What follows belongs to an exercise in optimizing a design on an open flow for small area and few clock cycles per item; a production flow would make more cautious choices.
RTL that was checked went through simulation tests only; none was proved equivalent to the original.
Power figures rest on the tool's default switching activity, not on a simulated workload.

==> flow/design.v <==
package fft_bram_pkg;
    typedef enum logic [1:0] {
        IDLE      = 2'd0,
        WRITE     = 2'd1,
        WAIT_BANK = 2'd2
    } state_t;
    localparam int DEF_NUM_CH      = 8;
    localparam int DEF_SAMPLE_W    = 24;
    localparam int DEF_OUT_W       = 32;
    localparam int DEF_FRAME_BEATS = 64;
    function automatic int clog2(input int v);
        int r;
        r = 1;
        for (int i = 1; i < 31; i++) begin
            if ((32'sd1 << i) < v) r = i + 1;
        end
        clog2 = r;
    endfunction
    function automatic logic [63:0] sign_ext(input logic [63:0] sample, input int sw, input int ow);
        logic [63:0] shl;
        logic [63:0] ext;
        shl = sample << (64 - sw);
        ext = $signed(shl) >>> (64 - sw);
        sign_ext = ext & ((64'd1 << ow) - 64'd1);
    endfunction
endpackage
module fft_beat_skid #(
    parameter int NUM_CH  = 8,
    parameter int SLICE_W = 48
) (
    input  logic                      clk,
    input  logic [NUM_CH*SLICE_W-1:0] din,
    input  logic                      push,
    output logic [SLICE_W-1:0]        head
);
    logic [SLICE_W-1:0] sh [NUM_CH];
    always_ff @(posedge clk) begin
        sh[NUM_CH-1] <= ~(din[(NUM_CH-1)*SLICE_W +: SLICE_W] & {SLICE_W{push}});
        for (int k = 0; k < NUM_CH - 1; k++) begin
            if ((NUM_CH - 1 - k) % 2 == 0)
                sh[k] <= ~((din[k*SLICE_W +: SLICE_W] & {SLICE_W{push}}) | sh[k+1]);
            else
                sh[k] <= ~((din[k*SLICE_W +: SLICE_W] | {SLICE_W{!push}}) & sh[k+1]);
        end
    end
    assign head = sh[0];
endmodule
module fft_bram_pingpong_ctrl #(
    parameter int NUM_CH      = fft_bram_pkg::DEF_NUM_CH,
    parameter int SAMPLE_W    = fft_bram_pkg::DEF_SAMPLE_W,
    parameter int OUT_W       = fft_bram_pkg::DEF_OUT_W,
    parameter int FRAME_BEATS = fft_bram_pkg::DEF_FRAME_BEATS
) (
    input  logic                         clk,
    input  logic                         rst,
    input  logic [NUM_CH*2*SAMPLE_W-1:0] s_axis_tdata,
    input  logic                         s_axis_tvalid,
    input  logic                         s_axis_tlast,
    output logic                         s_axis_tready,
    input  logic                         bank_release,
    output logic [31:0]                  bram_addr,
    output logic [OUT_W-1:0]             bram_din_re,
    output logic [OUT_W-1:0]             bram_din_im,
    output logic [3:0]                   bram_we,
    output logic                         bram_en,
    output logic                         bram_rst,
    output logic                         bank_sel,
    output logic                         frame_done,
    output logic                         err_tlast
);
    localparam int SLICE_W = 2 * SAMPLE_W;
    localparam int WORDS   = FRAME_BEATS * NUM_CH;
    localparam int SLC_W   = fft_bram_pkg::clog2(NUM_CH);
    localparam int WIDX_W  = fft_bram_pkg::clog2(WORDS);
    localparam int BIDX_W  = WIDX_W - SLC_W;
    localparam int WCNT_INIT = (1 << (WIDX_W + 1)) - (NUM_CH - 1);
    logic [WIDX_W:0]     wcnt;
    logic                writing;
    logic [1:0]          owed;        
    logic                last_slice, last_word, new_frame, rel, bank_ok, accept, beat_last;
    logic [BIDX_W-1:0]   bidx;
    logic [SLICE_W-1:0]  cur, head;
    logic                flushing;    
    fft_beat_skid #(.NUM_CH(NUM_CH), .SLICE_W(SLICE_W)) u_skid (
        .clk  (clk),
        .din  (s_axis_tdata),
        .push (accept),
        .head (head)
    );
    assign flushing   = (owed == 2'd3);
    assign bidx       = wcnt[WIDX_W-1:SLC_W];
    assign last_slice = writing && (wcnt[SLC_W-1:0] == SLC_W'(NUM_CH - 1));
    assign last_word  = last_slice && (bidx == BIDX_W'(FRAME_BEATS - 1));
    assign new_frame  = writing ? (bidx == BIDX_W'(FRAME_BEATS - 1)) : (bidx == '0);
    assign rel        = bank_release && (owed != 2'd0);
    assign bank_ok    = !new_frame ||
                        (last_word ? (owed == 2'd0 || (owed == 2'd1 && rel))
                                   : (owed != 2'd2 || rel));
    assign s_axis_tready = !rst && !flushing && (!writing || last_slice) && bank_ok;
    assign accept     = s_axis_tvalid && s_axis_tready;
    assign beat_last  = writing ? (bidx == BIDX_W'(FRAME_BEATS - 2)) : (bidx == BIDX_W'(FRAME_BEATS - 1));
    always_ff @(posedge clk or posedge rst) begin
        if (rst) begin
            wcnt       <= (WIDX_W+1)'(WCNT_INIT);
            writing    <= 1'b0;
            owed       <= 2'd3;
            frame_done <= 1'b0;
            err_tlast  <= 1'b0;
        end else begin
            if (writing || flushing) wcnt <= wcnt + 1'b1;
            writing    <= accept || (writing && !last_slice);
            if (flushing) owed <= (wcnt[SLC_W-1:0] == SLC_W'(NUM_CH - 1)) ? 2'd0 : 2'd3;
            else          owed <= owed + {1'b0, last_word} - {1'b0, rel};
            frame_done <= last_word;
            err_tlast  <= accept && (s_axis_tlast != beat_last);
        end
    end
    assign bram_en     = writing;
    assign bram_we     = {4{writing}};
    assign bram_addr   = 32'({wcnt, 2'b00});
    assign bank_sel    = wcnt[WIDX_W];
    assign cur         = wcnt[0] ? head : ~head;
    assign bram_din_re = OUT_W'($signed(cur[SAMPLE_W-1:0]));
    assign bram_din_im = OUT_W'($signed(cur[SLICE_W-1:SAMPLE_W]));
    assign bram_rst    = rst;
endmodule
Settings: LEC_CHECK=0, CAP_MARGIN=20, CORE_MARGIN=2, CORE_UTILIZATION=40, SLEW_MARGIN=20; clock period 5.0 ns.
standard.sh (not shown) runs the stock make flow with config.mk's settings and CLKGATE_MAP_FILE= SYNTH_SCRIPT=/design/flow/synth_recipe.tcl, a recipe that flattens the netlist after the stock synthesis.
==> flow/flow/run.sh <==
#!/bin/bash
# Standard layout with three changes: every logic cell from synthesis is swapped for the
# smallest cell of its function before placement (repair sizes up what timing needs),
# every input and output port gets the smallest buffer, and clock tree synthesis uses
# clkbuf_8 leaves over larger sink clusters, without dummy loads.
set -euo pipefail
RES=orfs/results/$FLOW_PLATFORM/fft_bram_pingpong_ctrl/base
CTS_SIZE=${CTS_SIZE:-20}
bash standard.sh floorplan > standard_floorplan.log 2>&1
IN_ODB=$RES/2_floorplan.odb IN_SDC=$RES/2_floorplan.sdc \
  LIB_FILES=$FLOW_HOME/platforms/$FLOW_PLATFORM/lib/sky130_fd_sc_hd__tt_025C_1v80.lib \
  PLATFORM_DIR=$FLOW_HOME/platforms/$FLOW_PLATFORM \
  openroad -no_init -exit flow/downsize.tcl > downsize.log 2>&1
bash standard.sh "BUFFER_PORTS_ARGS=-buffer_cell sky130_fd_sc_hd__buf_1" \
  "CTS_ARGS=-sink_clustering_enable -repair_clock_nets -buf_list sky130_fd_sc_hd__clkbuf_8 -sink_clustering_size $CTS_SIZE -sink_clustering_max_diameter 60 -dont_use_dummy_load" \
  finish > standard.log 2>&1
==> flow/flow/downsize.tcl <==
# Swap every logic cell of the synthesized netlist for the smallest cell of the same
# function (same name but drive strength); placement and CTS repair fix any timing.
foreach lib $::env(LIB_FILES) { read_liberty $lib }
read_db $::env(IN_ODB)
read_sdc $::env(IN_SDC)
source $::env(PLATFORM_DIR)/setRC.tcl
set n 0
foreach inst [get_cells *] {
  set m [get_property $inst ref_name]
  if {![regexp {^(sky130_fd_sc_hd__[a-z0-9]+)_([0-9]+)$} $m -> base drv]} { continue }
  if {[regexp {tapvpwrvgnd|conb|fill|decap|diode} $base]} { continue }
  set best ""
  set best_area 1e9
  foreach lc [get_lib_cells ${base}_*] {
    set ln [get_name $lc]
    if {![regexp "^${base}_(\[0-9\]+)\$" $ln -> d]} { continue }
    set a [get_property $lc area]
    if {$a < $best_area} { set best $ln; set best_area $a }
  }
  if {$best ne "" && $best ne $m} {
    replace_cell $inst $best
    incr n
  }
}
puts "downsize: swapped $n cells"
write_db $::env(IN_ODB)
Testbench counts at the start, summed over its fixed seeds: cycles 34,029, beats 4,096.
Then changed:
--- a/flow/design.v
+++ b/flow/design.v
@@ -70,13 +70,12 @@
 );
     localparam int SLICE_W = 2 * SAMPLE_W;
     localparam int WORDS   = FRAME_BEATS * NUM_CH;
     localparam int SLC_W   = fft_bram_pkg::clog2(NUM_CH);
     localparam int WIDX_W  = fft_bram_pkg::clog2(WORDS);
     localparam int BIDX_W  = WIDX_W - SLC_W;
-    localparam int WCNT_INIT = (1 << (WIDX_W + 1)) - (NUM_CH - 1);
     logic [WIDX_W:0]     wcnt;
     logic                writing;
     logic [1:0]          owed;        
     logic                last_slice, last_word, new_frame, rel, bank_ok, accept, beat_last;
     logic [BIDX_W-1:0]   bidx;
     logic [SLICE_W-1:0]  cur, head;
@@ -84,13 +83,12 @@
     fft_beat_skid #(.NUM_CH(NUM_CH), .SLICE_W(SLICE_W)) u_skid (
         .clk  (clk),
         .din  (s_axis_tdata),
         .push (accept),
         .head (head)
     );
-    assign flushing   = (owed == 2'd3);
     assign bidx       = wcnt[WIDX_W-1:SLC_W];
     assign last_slice = writing && (wcnt[SLC_W-1:0] == SLC_W'(NUM_CH - 1));
     assign last_word  = last_slice && (bidx == BIDX_W'(FRAME_BEATS - 1));
     assign new_frame  = writing ? (bidx == BIDX_W'(FRAME_BEATS - 1)) : (bidx == '0);
     assign rel        = bank_release && (owed != 2'd0);
     assign bank_ok    = !new_frame ||
@@ -98,22 +96,23 @@
                                    : (owed != 2'd2 || rel));
     assign s_axis_tready = !rst && !flushing && (!writing || last_slice) && bank_ok;
     assign accept     = s_axis_tvalid && s_axis_tready;
     assign beat_last  = writing ? (bidx == BIDX_W'(FRAME_BEATS - 2)) : (bidx == BIDX_W'(FRAME_BEATS - 1));
     always_ff @(posedge clk or posedge rst) begin
         if (rst) begin
-            wcnt       <= (WIDX_W+1)'(WCNT_INIT);
+            wcnt       <= -(WIDX_W+1)'(NUM_CH - 1);
+            flushing   <= 1'b1;
             writing    <= 1'b0;
-            owed       <= 2'd3;
+            owed       <= 2'd0;
             frame_done <= 1'b0;
             err_tlast  <= 1'b0;
         end else begin
             if (writing || flushing) wcnt <= wcnt + 1'b1;
+            if (wcnt[SLC_W-1:0] == SLC_W'(NUM_CH - 1)) flushing <= 1'b0;
             writing    <= accept || (writing && !last_slice);
-            if (flushing) owed <= (wcnt[SLC_W-1:0] == SLC_W'(NUM_CH - 1)) ? 2'd0 : 2'd3;
-            else          owed <= owed + {1'b0, last_word} - {1'b0, rel};
+            owed       <= owed + {1'b0, last_word} - {1'b0, rel};
             frame_done <= last_word;
             err_tlast  <= accept && (s_axis_tlast != beat_last);
         end
     end
     assign bram_en     = writing;
     assign bram_we     = {4{writing}};
The new run finished clean; maximum frequency went down by 4.4%; critical path depth went down by 1; setup slack got worse by 0.16 ns; worst hold slack improved by 0.018 ns; core utilization went down by 0.24 points; cell area went down by 0.78%; clock skew went down by 0.044 ns; sequential share of layout area went up by 0.59 points; final cell count went down by 0.77%; routed wire length went down by 2.5%; via count went down by 2.3%; power went down by 8.5%.
The RTL of the second run of this note was laid out without a check of its function.

afterwards: timing with drivers on the ports:
In the flow no input, the clock included, has a driving cell. The finished layouts below were timed again as built, in two steps. Step 1: set_driving_cell puts a clkbuf_16 on clk and a buf_2 on each other input, an assumption about the parent block. Step 2 times the ports against the registers' clock, not the clock port: input delays grow and output delays shrink by t, the midpoint of the rising clock arrivals with the driver on. Slacks: ideal ports / drivers / drivers and shift; pairs: ideal ports / drivers.
| run | t, ns | setup WS [ns] | worst hold slack (ns) | worst setup path after step 2 | pins driven straight from the clock port |
|---|---|---|---|---|---|
| the first run | 0.598 | 1.449 / 1.407 / 1.738 | 0.328 / 0.328 / 0.328 | input to register | 1 |
| the second run | 0.607 | 1.285 / 1.243 / 1.849 | 0.346 / 0.346 / 0.346 | register to output | 1 |
After both steps setup and hold are still met in every run listed.
